Background: an optimization exercise with open tools, aiming at a short achievable clock period and few clock cycles per item. Do not read the settings as production practice.
Only simulation tests tie the RTL to the original design; equivalence was not proved.

<file path="design/flow/constraint.sdc">
create_clock -name core_clock -period 16.0 [get_ports {clk}]
set_input_delay 3.2000 -clock core_clock [delete_from_list [all_inputs] [get_ports {clk}]]
set_output_delay 3.2000 -clock core_clock [all_outputs]
set_load 0.01 [all_outputs]
</file>
<file path="design/flow/run.sh">
#!/bin/bash
# synth_recipe.tcl (not shown) runs the flow's synth.tcl, then flattens the netlist and writes it again
# the make line also repeats each setting of config.mk as NAME=value (left out here)
make -C /OpenROAD-flow-scripts/flow DESIGN_CONFIG=/design/flow/config.mk WORK_HOME=/design/flow/orfs CLKGATE_MAP_FILE= SYNTH_SCRIPT=/design/flow/synth_recipe.tcl finish
</file>
<file path="design/flow/design.v">
package mdrs_pkg;
	localparam int NUM_SEPARATORS = 4;
	localparam int MAX_SEP_LEN    = 8;
	localparam int NUM_SEP_REGS   = 4;
	localparam int SEP_W          = 64;
	localparam int LEN_W          = 4;
	localparam int LENS_W         = 16;
	localparam int IDX_W          = 2;
	localparam int CFG_IDX_W      = 3;
	localparam int FILL_W         = $clog2(MAX_SEP_LEN + 1);
	localparam int POS_W          = (MAX_SEP_LEN > 1) ? $clog2(MAX_SEP_LEN) : 1;
	localparam int SUM_W          = LEN_W + 1;
	localparam logic [7:0] CH_UPPER_A = 8'h41;
	localparam logic [7:0] CH_UPPER_Z = 8'h5A;
	localparam logic [7:0] CH_LOWER_A = 8'h61;
	localparam logic [7:0] CH_LOWER_Z = 8'h7A;
	localparam logic [7:0] CASE_OFS   = 8'h20;
	localparam logic [SEP_W-1:0]  RST_SEP_0     = 64'd10;
	localparam logic [SEP_W-1:0]  RST_SEP_1     = 64'd2573;
	localparam logic [SEP_W-1:0]  RST_SEP_2     = 64'd0;
	localparam logic [SEP_W-1:0]  RST_SEP_3     = 64'd0;
	localparam logic [LENS_W-1:0] RST_LENGTHS   = 16'd33;
	localparam logic              RST_CASE      = 1'b1;
	localparam logic              RST_ESC_EN    = 1'b0;
	localparam logic [7:0]        RST_ESC_BYTE  = 8'd92;
	typedef enum logic [CFG_IDX_W-1:0] {
		REG_SEP_0    = 3'd0,
		REG_SEP_1    = 3'd1,
		REG_SEP_2    = 3'd2,
		REG_SEP_3    = 3'd3,
		REG_LENGTHS  = 3'd4,
		REG_CASE     = 3'd5,
		REG_ESC_EN   = 3'd6,
		REG_ESC_BYTE = 3'd7
	} cfg_reg_t;
	typedef struct packed {
		logic [NUM_SEP_REGS-1:0][SEP_W-1:0] sep;
		logic [LENS_W-1:0]                  lengths;
		logic                               case_sensitive;
		logic                               escape_enable;
		logic [7:0]                         escape_byte;
	} cfg_t;
	typedef struct packed {
		logic                              load;
		logic [MAX_SEP_LEN-1:0][7:0]       hist;
		logic [POS_W-1:0]                  pos;
		logic [FILL_W-1:0]                 cnt;
		logic                              term;
		logic                              matched;
		logic [IDX_W-1:0]                  idx;
	} drain_ld_t;
	function automatic logic bytes_equal(input logic [7:0] d, input logic [7:0] s, input logic cs);
		logic hit;
		begin
		hit = (d == s);
		if (!cs && s >= CH_UPPER_A && s <= CH_UPPER_Z) begin
			hit = hit || (d == s + CASE_OFS);
		end
		if (!cs && s >= CH_LOWER_A && s <= CH_LOWER_Z) begin
			hit = hit || (d == s - CASE_OFS);
		end
		bytes_equal = hit;
		end
	endfunction
endpackage
module mdrs_cfg (
	input  logic        clk,
	input  logic        arst_n,
	input  logic                 wr_valid,
	output logic                 wr_ready,
	input  logic [mdrs_pkg::CFG_IDX_W-1:0] wr_index,
	input  logic [mdrs_pkg::SEP_W-1:0] wr_data,
	output mdrs_pkg::cfg_t               regs
);
	mdrs_pkg::cfg_t cfg_q;
	assign wr_ready = 1'b1;
	assign regs     = cfg_q;
	always_ff @(posedge clk or negedge arst_n) begin
		if (!arst_n) begin
			cfg_q.sep[0]          <= mdrs_pkg::RST_SEP_0;
			cfg_q.sep[1]          <= mdrs_pkg::RST_SEP_1;
			cfg_q.sep[2]          <= mdrs_pkg::RST_SEP_2;
			cfg_q.sep[3]          <= mdrs_pkg::RST_SEP_3;
			cfg_q.lengths         <= mdrs_pkg::RST_LENGTHS;
			cfg_q.case_sensitive  <= mdrs_pkg::RST_CASE;
			cfg_q.escape_enable   <= mdrs_pkg::RST_ESC_EN;
			cfg_q.escape_byte     <= mdrs_pkg::RST_ESC_BYTE;
		end else if (wr_valid && wr_ready) begin
			case (wr_index)
				mdrs_pkg::REG_SEP_0:    cfg_q.sep[0]         <= wr_data;
				mdrs_pkg::REG_SEP_1:    cfg_q.sep[1]         <= wr_data;
				mdrs_pkg::REG_SEP_2:    cfg_q.sep[2]         <= wr_data;
				mdrs_pkg::REG_SEP_3:    cfg_q.sep[3]         <= wr_data;
				mdrs_pkg::REG_LENGTHS:  cfg_q.lengths        <= wr_data[mdrs_pkg::LENS_W-1:0];
				mdrs_pkg::REG_CASE:     cfg_q.case_sensitive <= wr_data[0];
				mdrs_pkg::REG_ESC_EN:   cfg_q.escape_enable  <= wr_data[0];
				mdrs_pkg::REG_ESC_BYTE: cfg_q.escape_byte    <= wr_data[7:0];
				default: begin
				end
			endcase
		end
	end
endmodule
module mdrs_core (
	input  logic        clk,
	input  logic        arst_n,
	input  logic        in_valid,
	output logic        in_ready,
	input  logic [7:0]  in_data_byte,
	input  logic        in_end_of_input,
	input  mdrs_pkg::cfg_t      regs,
	input  logic        drain_free,
	output mdrs_pkg::drain_ld_t   dl
);
	logic                        valid_s1;
	logic [7:0]                  byte_s1;
	logic                        eoi_s1;
	logic [mdrs_pkg::MAX_SEP_LEN-1:0][7:0] hist_q;
	logic [mdrs_pkg::FILL_W-1:0]           fill_q;
	logic [mdrs_pkg::FILL_W-1:0]           run_q;
	logic                        esc_q;
	logic [mdrs_pkg::MAX_SEP_LEN-1:0][7:0] hist_n;
	logic [mdrs_pkg::MAX_SEP_LEN-1:0][7:0] hist_d;
	logic [mdrs_pkg::FILL_W-1:0]           fill_d;
	logic [mdrs_pkg::FILL_W-1:0]           run_d;
	logic                        esc_d;
	logic                        step_fire;
	logic                        full;
	logic [mdrs_pkg::FILL_W-1:0]           fill_push;
	logic [mdrs_pkg::FILL_W-1:0]           run_push;
	logic [mdrs_pkg::FILL_W-1:0]           fill_m1;
	logic [mdrs_pkg::NUM_SEPARATORS-1:0][mdrs_pkg::LEN_W-1:0] len;
	logic [mdrs_pkg::NUM_SEPARATORS-1:0]   hit;
	logic [mdrs_pkg::LEN_W-1:0]            best_len;
	logic [mdrs_pkg::IDX_W-1:0]            best_k;
	logic [mdrs_pkg::SUM_W-1:0]            n_match;
	logic                        is_escape;
	assign step_fire   = valid_s1 && drain_free;
	assign in_ready = !valid_s1 || step_fire;
	always_ff @(posedge clk or negedge arst_n) begin
		if (!arst_n) begin
			valid_s1 <= 1'b0;
		end else if (in_valid && in_ready) begin
			valid_s1 <= 1'b1;
		end else if (step_fire) begin
			valid_s1 <= 1'b0;
		end
	end
	always_ff @(posedge clk) begin
		if (in_valid && in_ready) begin
			byte_s1 <= in_data_byte;
			eoi_s1  <= in_end_of_input;
		end
	end
	assign full      = (fill_q == mdrs_pkg::FILL_W'(mdrs_pkg::MAX_SEP_LEN));
	assign fill_push = full ? fill_q : fill_q + mdrs_pkg::FILL_W'(1);
	assign run_push  = (run_q == mdrs_pkg::FILL_W'(mdrs_pkg::MAX_SEP_LEN)) ? run_q : run_q + mdrs_pkg::FILL_W'(1);
	assign fill_m1   = fill_q - mdrs_pkg::FILL_W'(1);
	assign is_escape = regs.escape_enable && (byte_s1 == regs.escape_byte);
	always_comb begin
		hist_n[0] = byte_s1;
		for (int j = 1; j < mdrs_pkg::MAX_SEP_LEN; j++) begin
			hist_n[j] = hist_q[j-1];
		end
	end
	always_comb begin
		for (int k = 0; k < mdrs_pkg::NUM_SEPARATORS; k++) begin
			len[k] = regs.lengths[mdrs_pkg::LEN_W*k +: mdrs_pkg::LEN_W];
			hit[k] = (len[k] != '0) && (len[k] <= mdrs_pkg::LEN_W'(mdrs_pkg::MAX_SEP_LEN)) &&
				(len[k] <= mdrs_pkg::LEN_W'(run_push)) && (len[k] <= mdrs_pkg::LEN_W'(fill_push));
			for (int j = 0; j < mdrs_pkg::MAX_SEP_LEN; j++) begin
				if (mdrs_pkg::LEN_W'(j) < len[k] && !mdrs_pkg::bytes_equal(hist_n[j],
						8'(regs.sep[k] >> (8 * (int'(len[k]) - j - 1))),
						regs.case_sensitive)) begin
					hit[k] = 1'b0;
				end
			end
		end
	end
	always_comb begin
		best_len = '0;
		best_k   = '0;
		for (int k = 0; k < mdrs_pkg::NUM_SEPARATORS; k++) begin
			if (hit[k] && len[k] > best_len) begin
				best_len = len[k];
				best_k   = mdrs_pkg::IDX_W'(k);
			end
		end
	end
	assign n_match = mdrs_pkg::SUM_W'(fill_q) + mdrs_pkg::SUM_W'(1) - mdrs_pkg::SUM_W'(best_len);
	always_comb begin
		hist_d     = hist_q;
		fill_d     = fill_q;
		run_d      = run_q;
		esc_d      = esc_q;
		dl.load    = step_fire;
		dl.hist    = hist_q;
		dl.pos     = fill_m1[mdrs_pkg::POS_W-1:0];
		dl.cnt     = '0;
		dl.term    = 1'b0;
		dl.matched = 1'b0;
		dl.idx     = '0;
		if (eoi_s1) begin
			dl.cnt  = fill_q;
			dl.term = 1'b1;
			fill_d  = '0;
			run_d   = '0;
			esc_d   = 1'b0;
		end else if (esc_q) begin
			hist_d = hist_n;
			fill_d = fill_push;
			run_d  = '0;
			esc_d  = 1'b0;
			dl.cnt = full ? mdrs_pkg::FILL_W'(1) : '0;
		end else if (is_escape) begin
			esc_d = 1'b1;
		end else if (best_len != '0) begin
			dl.cnt     = n_match[mdrs_pkg::FILL_W-1:0];
			dl.term    = 1'b1;
			dl.matched = 1'b1;
			dl.idx     = best_k;
			fill_d     = '0;
			run_d      = '0;
		end else begin
			hist_d = hist_n;
			fill_d = fill_push;
			run_d  = run_push;
			dl.cnt = full ? mdrs_pkg::FILL_W'(1) : '0;
		end
	end
	always_ff @(posedge clk or negedge arst_n) begin
		if (!arst_n) begin
			fill_q <= '0;
			run_q  <= '0;
			esc_q  <= 1'b0;
		end else if (step_fire) begin
			fill_q <= fill_d;
			run_q  <= run_d;
			esc_q  <= esc_d;
		end
	end
	always_ff @(posedge clk) begin
		if (step_fire) begin
			hist_q <= hist_d;
		end
	end
endmodule
module mdrs_emit (
	input  logic        clk,
	input  logic        arst_n,
	input  mdrs_pkg::drain_ld_t   dl,
	output logic        drain_free,
	output logic             res_valid,
	input  logic             res_ready,
	output logic [7:0]       res_out_byte,
	output logic             res_is_data,
	output logic             res_matched,
	output logic [mdrs_pkg::IDX_W-1:0] res_separator_index,
	output logic             res_last
);
	logic [mdrs_pkg::MAX_SEP_LEN-1:0][7:0] d_hist_q;
	logic [mdrs_pkg::POS_W-1:0]            d_pos_q;
	logic [mdrs_pkg::FILL_W-1:0]           d_cnt_q;
	logic                        d_term_q;
	logic                        d_matched_q;
	logic [mdrs_pkg::IDX_W-1:0]            d_idx_q;
	logic                        o_valid_q;
	logic [7:0]                  o_byte_q;
	logic                        o_is_data_q;
	logic                        o_matched_q;
	logic [mdrs_pkg::IDX_W-1:0]            o_idx_q;
	logic                        o_last_q;
	logic                        pend;
	logic                        o_free;
	logic                        mv;
	logic                        mv_data;
	logic                        mv_last;
	assign pend       = (d_cnt_q != '0) || d_term_q;
	assign o_free     = !o_valid_q || res_ready;
	assign mv         = pend && o_free;
	assign mv_data    = (d_cnt_q != '0);
	assign mv_last    = mv_data ? (d_cnt_q == mdrs_pkg::FILL_W'(1) && !d_term_q) : 1'b1;
	assign drain_free = !pend || (mv && mv_last);
	always_ff @(posedge clk or negedge arst_n) begin
		if (!arst_n) begin
			d_cnt_q   <= '0;
			d_term_q  <= 1'b0;
			d_pos_q   <= '0;
			o_valid_q <= 1'b0;
		end else begin
			if (dl.load) begin
				d_cnt_q  <= dl.cnt;
				d_term_q <= dl.term;
				d_pos_q  <= dl.pos;
			end else if (mv) begin
				if (mv_data) begin
					d_cnt_q <= d_cnt_q - mdrs_pkg::FILL_W'(1);
					d_pos_q <= d_pos_q - mdrs_pkg::POS_W'(1);
				end else begin
					d_term_q <= 1'b0;
				end
			end
			if (mv) begin
				o_valid_q <= 1'b1;
			end else if (res_ready) begin
				o_valid_q <= 1'b0;
			end
		end
	end
	always_ff @(posedge clk) begin
		if (dl.load) begin
			d_hist_q    <= dl.hist;
			d_matched_q <= dl.matched;
			d_idx_q     <= dl.idx;
		end
		if (mv) begin
			o_byte_q    <= mv_data ? d_hist_q[d_pos_q] : 8'd0;
			o_is_data_q <= mv_data;
			o_matched_q <= mv_data ? 1'b0 : d_matched_q;
			o_idx_q     <= mv_data ? '0 : d_idx_q;
			o_last_q    <= mv_last;
		end
	end
	assign res_valid           = o_valid_q;
	assign res_out_byte        = o_byte_q;
	assign res_is_data         = o_is_data_q;
	assign res_matched         = o_matched_q;
	assign res_separator_index = o_idx_q;
	assign res_last            = o_last_q;
endmodule
module multi_delimiter_record_splitter_top (
	input  logic                 clk,
	input  logic                 arst_n,
	input  logic                 data_in_valid,
	output logic                 data_in_ready,
	input  logic [7:0]           data_in_data_byte,
	input  logic                 data_in_end_of_input,
	output logic                 data_out_valid,
	input  logic                 data_out_ready,
	output logic [7:0]           data_out_out_byte,
	output logic                 data_out_is_data,
	output logic                 data_out_matched,
	output logic [mdrs_pkg::IDX_W-1:0] data_out_separator_index,
	output logic                 data_out_last,
	input  logic                 cfg_valid,
	output logic                 cfg_ready,
	input  logic [mdrs_pkg::CFG_IDX_W-1:0] cfg_index,
	input  logic [mdrs_pkg::SEP_W-1:0] cfg_data
);
	mdrs_pkg::cfg_t      regs;
	mdrs_pkg::drain_ld_t dl;
	logic      drain_free;
	mdrs_cfg u_cfg (
		.clk      (clk),
		.arst_n   (arst_n),
		.wr_valid (cfg_valid),
		.wr_ready (cfg_ready),
		.wr_index (cfg_index),
		.wr_data  (cfg_data),
		.regs     (regs)
	);
	mdrs_core u_core (
		.clk             (clk),
		.arst_n          (arst_n),
		.in_valid        (data_in_valid),
		.in_ready        (data_in_ready),
		.in_data_byte    (data_in_data_byte),
		.in_end_of_input (data_in_end_of_input),
		.regs            (regs),
		.drain_free      (drain_free),
		.dl              (dl)
	);
	mdrs_emit u_emit (
		.clk                 (clk),
		.arst_n              (arst_n),
		.dl                  (dl),
		.drain_free          (drain_free),
		.res_valid           (data_out_valid),
		.res_ready           (data_out_ready),
		.res_out_byte        (data_out_out_byte),
		.res_is_data         (data_out_is_data),
		.res_matched         (data_out_matched),
		.res_separator_index (data_out_separator_index),
		.res_last            (data_out_last)
	);
endmodule
</file>
<file path="design/flow/config.mk">
export PLATFORM = sky130hd
export DESIGN_NAME = multi_delimiter_record_splitter_top
export DESIGN_NICKNAME = multi_delimiter_record_splitter_top
export VERILOG_FILES = /design/flow/design.v
export SDC_FILE = /design/flow/constraint.sdc
export NUM_CORES = 4
export LEC_CHECK = 0
export CAP_MARGIN = 20
export CORE_MARGIN = 2
export CORE_UTILIZATION = 40
export SLEW_MARGIN = 20
</file>
==> flow_summary.ini <==
[run_status]
status = complete, no violations

[sta]
fin_crit_ns = 15.10
finClkSkew_ns = 0.0472
finalSetupViolations = 0
slew_violations = 0
hold_slack_ns = 0.418
finalCritPeriodShare_pct = 94.4
fmax_ghz = 0.0662
slew_headroom_pct = 21.7
hold_viol_final = 0
fin_setup_tns_ns = 0
worst_slew_pin_slew_ns = 1.17
worst_slack_ns = 0.903

[cells_and_area]
final_util_pct = 44.2
syn2layout_area_growth_pct = 9.69
final_nets = 5534
drive_above_1_share_pct = 20.4
fin_cells = 6797
finish.instance_area_um2 = 55600

[clocking]
clockBufferDepth = 3
htreeDepth = 2
cts_tree = built
clk_pin_slew_ns = 0.08
cts_sinks = 454
cts_root_buffer = clkbuf_16
clk_latency_ns = 0.70
ctsHoldBuffers = 0
cts-buffers-inserted = 55

[synthesis]
yosys.area.top_type = dfrtp_1
synth_top_cell_area_share_pct = 14.2
muxShareOfSynthArea_pct = 26.2
netlist_area_um2 = 50700
synthTopCellsByArea = dfrtp_1 14%, mux4_2 13%, edfxtp_1 9.1%
synthAdderAreaFrac_pct = 9.04
syn_avg_cell_area_um2 = 9.90
async_flop_share_pct = 66.3
synth-warning-count = 3
synth_edf_count = 153
synth-compound-area-share_pct = 12.8
synth-xor-area-share_pct = 6.85
syn_inst = 5121
synth_ff_type = dfrtp_1
synth_cell_types = 122
yosysSeqAreaShare_pct = 24.0
synth_seq_cells = 454
synth_simple_gate_area_share_pct = 16.6
synth_top_family_by_area = multiplexers
synth_nets = 5565

[power_and_ir_drop]
clkPwrFrac_pct = 15.0
internal-power_mw = 4.61
sequentialPowerShare_pct = 20.3
ir_drop_uv = 136
pwr_density_cell_nw_per_um2 = 165
switching_share_pct = 49.9
p_leak_nw = 20.9
combPwrFrac_pct = 64.7
total_power_mw = 9.19
p_sw_mw = 4.59

[setup_path]
required_ns = 16.57
path_class = flop to flop
worstSetupEndpointType = flop
critPathMaxStageDelay_ns = 0.68
cp_common_cell = ha_1
startpoint_type = flop
crit_slowest_cell = or4b_2
cp.arrival_ns = 15.67
crit_fanout = 12

[floorplan]
rows = 130
io_pins = 97
die_w_um = 360
core_um2 = 126000
initial_core_util_pct = 40.3
die_h_um = 360
die_area_um2 = 130000

[drt]
vias = 46000
vias_per_cell = 6.77
routedWlPerCell_um = 31.4
ant_nets = 0
drc = 0
first_iter_violations = 6778
dr.pass1.iters = 7
routed_wl_um = 214000

[global_routing]
use_met2_pct = 44.9
gr-total-overflow = 0
grt.met3_usage_pct = 10.1
grtUsageMet1_pct = 42.8
grt_usage_pct = 31.8
grt_pass1_vias = 41300
grt.busiest_layer = met2
grt_pass1_wl_um = 302000
grt_max_degree = 135
antenna_found_initial = 29

[place]
place_hpwl_um = 161000
port_buffers = 95
dp_cells = 6672
dpl-instance-area_um2 = 53400
place_congestion = 1.06
pre_cts_ws_ns = -0.0514

[job]
cap_viol_max_count = 0

[min_path]
hp-class = flop to flop
[power groups by stage]
stage	Combinational, mW	Sequential, mW	Clock, mW
finish	5.95	1.87	1.38
global route	6.30	1.89	1.43
CTS	5.74	1.84	1.39
detailed placement	5.71	1.87	0
global placement	5.65	1.85	0
floorplan	4.14	1.68	0
[path summary, 6_finish.rpt]
path	depth (start not counted)	from	end	slack [ns]
worst max-delay path	68	u_cfg.cfg_q[11]$_DFFE_PN0P_	u_emit.d_cnt_q[3]$_DFFE_PN0P_	0.90
worst min-delay path	0	u_core.hist_q[59]$_DFFE_PP_	u_emit.d_hist_q[59]$_DFFE_PP_	0.42
worst max register to register	68	u_cfg.cfg_q[11]$_DFFE_PN0P_	u_emit.d_cnt_q[3]$_DFFE_PN0P_	0.90
worst min register to register	0	u_core.hist_q[59]$_DFFE_PP_	u_emit.d_hist_q[59]$_DFFE_PP_	0.42
max in group asynchronous	3	arst_n	u_cfg.cfg_q[18]$_DFFE_PN0P_	11.12
min in group asynchronous	1	arst_n	u_cfg.cfg_q[74]$_DFFE_PN0P_	2.56
[cells in the mapped netlist (all sizes together), types with 34 or more instances]
cell    instances
a211oi         45
a21oi         135
a31oi          40
and3           34
buf           157
clkbuf        181
dfrtp         287
edfxtp        153
ha            358
inv           201
mux2          370
mux2i         237
mux4          298
nand2         415
nand2b         89
nand3         205
nand4         101
nor2          222
nor2b          51
nor3          125
nor4           72
nor4b          37
o211ai         46
o21ai         177
o32ai          34
xnor2         222
xor2          131
[cell type report]
class / count / area [um^2]
clock inverter: 34 / 429
sequential: 454 / 12200
tap: 1650 / 2060
antenna: 12 / 30.0
clock buffer: 68 / 1490
multi-input combinational: 4126 / 36500
inverter: 203 / 769
fill: 12000 / 70100
timing repair buffer: 250 / 2170
[repair_timing]
item,in CTS,in global routing
pin swaps,0,2
setup endpoints to repair,1,80
setup buffers,0,10
gates resized for setup,1,27
[critical path, delay by kind of cell, from the launching register on]
kind,cells,cell delay [ns]
AOI/OAI and AO/OA,16,2.76
xor gates and xnor gates,4,0.63
adders and majority gates,10,2.96
buffers and inverters,11,1.33
DFF,1,0.36
muxes,2,0.33
and+or+nand+nor,25,6.58
[logic make-up after synthesis]
family,after synthesis
AOI/OAI and AO/OA,902
xor gates and xnor gates,368
adders and majority gates,363
buffers and inverters,541
DFF,454
muxes,905
other,1
and+or+nand+nor,1587
[cell usage in the layout (no fill, tap or decap), types with 55 or more instances in the layout]
master,instances
nand4_1,101
edfxtp_1,153
nand3_1,205
nor3_1,122
inv_1,194
xnor2_1,215
xor2_1,126
o21ai_0,163
mux4_2,298
mux2_2,356
nand2b_1,89
nor2_1,220
clkdlybuf4s50_1,94
clkbuf_16,55
dfrtp_1,281
ha_1,350
nand2_1,414
a21oi_1,135
buf_4,149
nor4_1,65
mux2i_1,235
[flip-flops by register name, indices dropped and copies added, names as in the netlist, 3 cells and up]
name,count
u_cfg.cfg_q,282
u_core.hist_q,64
u_emit.d_hist_q,64
u_core.byte_s1,8
u_emit.o_byte_q,8
u_core.fill_q,4
u_core.run_q,4
u_emit.d_cnt_q,4
u_emit.d_pos_q,3
[routing by layer]
metal / vias up / routed length (um)
met5: - / 126
met4: 18 / 14600
met3: 564 / 28400
met2: 2915 / 87000
met1: 22900 / 83500
li1: 19600 / -
Testbench counts, summed over its fixed seeds: cycles 50,306, items 38,935.

static timing again, ports no longer ideal:
No port has a modelled driver above. Below, the same layout with a new extraction and two added sets of constraints.
Step 1 (the two cells are an assumption about what drives the block):
set clk [get_ports {clk}]
set_driving_cell -lib_cell sky130_fd_sc_hd__clkbuf_16 $clk
set_driving_cell -lib_cell sky130_fd_sc_hd__buf_2 [delete_from_list [all_inputs] $clk]
Step 2 moves the port delays by t, midway between the first and last clock arrival at a register: inputs arrive t later, outputs are due t later. That takes back most of the time a late clock gives input paths.
Slacks: no drivers / after step 1 / after step 2; pairs: no drivers / after step 1.
t, ns: 0.742
setup slack, ns: 0.903 / 0.903 / 0.903
worst register clock-pin slew, ns: 0.08 / 0.08
After both steps setup and hold are still met in this run. For this run, drivers alone change the setup slack by 0.000 ns; drivers and shift together by 0.000 ns.
